Background: an optimization exercise with open tools, aiming at small area, a short achievable clock period and few clock cycles. Do not read the settings as production practice.
The RTL was checked by simulation tests, not by an equivalence proof against the original design.

## the reference run
// matrix_multiply_accumulate_top
module matrix_multiply_accumulate_top (
	input  logic               clk,
	input  logic               arst_n,
	input  logic               cfg_wr_en,
	input  logic [MSIZE_W-1:0] cfg_wr_data,
	input  logic               req_valid,
	output logic               req_ready,
	input  logic [REQ_W-1:0]   req_type,
	input  logic [IDX_W-1:0]   req_index,
	input  logic [DATA_W-1:0]  req_a_value,
	input  logic [DATA_W-1:0]  req_b_value,
	output logic               rsp_valid,
	input  logic               rsp_ready,
	output logic [DATA_W-1:0]  rsp_c_value
);
	localparam int NL = 8;
	function automatic logic [6:0] sq(input logic [3:0] n);
		logic [6:0] r;
		case (n)
			4'd1:    r = 7'd1;
			4'd2:    r = 7'd4;
			4'd3:    r = 7'd9;
			4'd4:    r = 7'd16;
			4'd5:    r = 7'd25;
			4'd6:    r = 7'd36;
			4'd7:    r = 7'd49;
			default: r = 7'd64;
		endcase
		sq = r;
	endfunction
	logic [MSIZE_W-1:0] msize_q;
	logic [3:0]         n_use;
	always_comb begin
		if (msize_q == '0) begin
			n_use = 4'd1;
		end else if (msize_q > 4'd8) begin
			n_use = 4'd8;
		end else begin
			n_use = msize_q;
		end
	end
	mma_pkg::mma_item_t q0, q1, in_item, q0_d;
	logic               q0_v, q1_v;
	logic               q1_free_q;        
	logic               take;
	logic               pop;
	assign in_item   = {req_type, req_index, req_a_value, req_b_value, n_use,
	                    {1'b0, req_index} < sq(n_use)};
	assign req_ready = q1_free_q;
  ...
export LEC_CHECK = 0
export CAP_MARGIN = 20
export CORE_MARGIN = 2
export CORE_UTILIZATION = 55
export CTS_BUF_LIST = sky130_fd_sc_hd__clkbuf_16
export CTS_CLUSTER_DIAMETER = 70
export CTS_CLUSTER_SIZE = 25
export SETUP_SLACK_MARGIN = 4.6
export SLEW_MARGIN = 20
create_clock -name core_clock -period 8.0 [get_ports {clk}]
run.sh (not shown) runs the stock make flow with config.mk's settings and CLKGATE_MAP_FILE= SYNTH_SCRIPT=/design/flow/synth_recipe.tcl, a recipe that flattens the netlist after the stock synthesis.
Testbench counts of the reference run, summed over its fixed seeds: cycles 16,329.
Modified inputs, the trial run compared to the reference run
--- a/flow/design.v
+++ b/flow/design.v
@@ -37,41 +37,16 @@
 		if (we) begin
 			mem_q[waddr] <= wdata;
 		end
 	end
 	for (genvar i = 0; i < NRD; i++) begin : g_rd
 		assign rdata[i*WIDTH +: WIDTH] = mem_q[raddr[i*AW +: AW]];
 	end
 endmodule
-module mma_ram_oh #(
-	parameter int WIDTH = 32,
-	parameter int DEPTH = 64,
-	parameter int AW    = (DEPTH > 1) ? $clog2(DEPTH) : 1
-) (
-	input  logic                  clk,
-	input  logic                  we,
-	input  logic [AW-1:0]         waddr,
-	input  logic [WIDTH-1:0]      wdata,
-	input  logic [DEPTH-1:0]      rsel,
-	output logic [WIDTH-1:0]      rdata
-);
-	logic [WIDTH-1:0] mem_q [DEPTH];
-	always_ff @(posedge clk) begin
-		if (we) begin
-			mem_q[waddr] <= wdata;
-		end
-	end
-	always_comb begin
-		rdata = '0;
-		for (int w = 0; w < DEPTH; w++) begin
-			rdata = rdata | (mem_q[w] & {WIDTH{rsel[w]}});
-		end
-	end
-endmodule
 module mma_lane (
 	input  logic        clk,
 	input  logic [15:0] one,
 	input  logic [15:0] two,
 	input  logic [15:0] neg,
 	input  logic [31:0] b,
 	input  logic        first,
 	output logic [31:0] acc_s_nxt,
@@ -2429,17 +2404,17 @@
 		end else begin
 			eq_q <= wb1_addr_q == idx_hold;
 			ge_q <= {1'b0, idx_hold} >= nsq_acc_q;
 			lt_q <= {1'b0, idx_hold} < done_nx;
 		end
 	end
 	logic [DATA_W-1:0] a_rd;
 	logic [DATA_W-1:0] b_bank [NL];
-	logic [7:0]        brow_q [NL];        
+	logic [2:0]        brow_q [NL][2];
 	logic [2:0]        brot_q [NL];
 	logic [5:0]        a_raddr_q [4];
 	logic              ab_we;
 	logic              wr_v_q;
 	logic [5:0]        wr_idx_q;
 	logic [DATA_W-1:0] wr_a_q, wr_b_q;
 	assign ab_we = h_load && h_in_range;
 	always_ff @(posedge clk or negedge arst_n) begin
@@ -2460,24 +2435,26 @@
 			.we    (wr_v_q),
 			.waddr (wr_idx_q),
 			.wdata (wr_a_q[8*s +: 8]),
 			.raddr (a_raddr_q[s]),
 			.rdata (a_rd[8*s +: 8])
 		);
 	end
 	for (genvar j = 0; j < NL; j++) begin : g_bbank
-		mma_ram_oh #(.WIDTH(DATA_W), .DEPTH(8)) u_ram_b (
-			.clk   (clk),
-			.we    (wr_v_q && (wr_idx_q[2:0] == j[2:0])),
-			.waddr (wr_idx_q[5:3]),
-			.wdata (wr_b_q),
-			.rsel  (brow_q[j]),
-			.rdata (b_bank[j])
-		);
+		for (genvar h = 0; h < 2; h++) begin : g_half
+			mma_ram #(.WIDTH(16), .DEPTH(8), .NRD(1)) u_ram_b (
+				.clk   (clk),
+				.we    (wr_v_q && (wr_idx_q[2:0] == j[2:0])),
+				.waddr (wr_idx_q[5:3]),
+				.wdata (wr_b_q[16*h +: 16]),
+				.raddr (brow_q[j][h]),
+				.rdata (b_bank[j][16*h +: 16])
+			);
+		end
 	end
 	logic [5:0] base_nxt;
 	logic       k_last;
 	assign k_last = ({1'b0, k_q} == nacc_q - 4'd1);
 	always_comb begin
 		if (h_acc || k_last) begin
 			base_nxt = '0;
 		end else begin
@@ -2512,17 +2489,19 @@
 			end
 		end
 		if (h_acc || issue_q) begin
 			base_q <= base_nxt;
 			for (int c = 0; c < NL; c++) begin
 				brot_q[c] <= base_nxt[2:0];
 			end
 			for (int j = 0; j < NL; j++) begin
-				brow_q[j] <= 8'd1 << (base_nxt[5:3] + ((j[2:0] < base_nxt[2:0]) ? 3'd1 : 3'd0));
+				for (int h = 0; h < 2; h++) begin
+					brow_q[j][h] <= base_nxt[5:3] + ((j[2:0] < base_nxt[2:0]) ? 3'd1 : 3'd0);
+				end
 			end
 		end
 	end
 	logic [DATA_W-1:0] rot1 [NL];
 	logic [DATA_W-1:0] rot2 [NL];
 	logic [DATA_W-1:0] rot4 [NL];
 	logic [15:0]       one_d, two_d, neg_d;
 	logic [15:0]       one1_q [NL/2];      
Findings:
Going from the reference run to the trial run, number of synthesized flops with an enable pin fell about 0.65%, instance count on the critical path rose 4, maximum clock skew at final layout rose 17 ps, share of the clock period used by the worst path rose 0.68 points, post-route cell area rose about 1.3%. Comparing the trial run and the reference run, insertion delay of the later-clocked pin in the worst-skew pair is lower on the trial run. The final reports for the trial run and the reference run show layout-stage area growth over the synthesis result higher in the former. Main combinational cell family by area after synthesis: multiplexers -> the trial run, adder cells -> the reference run. A worst hold-check path type of flop to flop is what the reference run shows, while input pin to asynchronous set/reset pin belongs to the trial run. ~same number of H-tree branching levels in the trial run and the reference run. On pin count of the biggest net entering global routing: between the trial run and the reference run, it ends up higher for the trial run. Compared with the reference run, the trial run shows a higher maximum fanout along the worst path. The trial run vs the reference run: chip height up in the trial run. The trial run: share of synthesized area spent on multiplexers is 3.4 points higher than what the reference run reported. The reference run → the trial run: shortest period the worst path allows grew by 55 ps.
Testbench counts of the trial run, summed over its fixed seeds: cycles 16,329.

==> afterwards: timing with drivers on the ports <==
The flow's constraints put no driver on any port. The routed layouts listed below were extracted and timed again, unchanged, in two steps. Step 1, drivers: a clkbuf_16 drives clk and a buf_2 each remaining input, both assumed. Step 2 times the ports against the registers' clock, not the clock port: input delays grow and output delays shrink by t, the midpoint of the rising clock arrivals with the driver on. Three values: no drivers, after step 1, after step 2; two values: the first two.
run	shift t [ns]	setup WS [ns]	clock arrival spread, ns
the reference run	1.312	4.496 / 4.347 / 3.777	0.082 / 0.081
the trial run	1.281	4.441 / 4.377 / 3.494	0.095 / 0.095
After both steps setup and hold are still met in every run listed. For the trial run, which loses most, drivers alone change the setup slack by -0.064 ns; drivers and shift together by -0.947 ns.
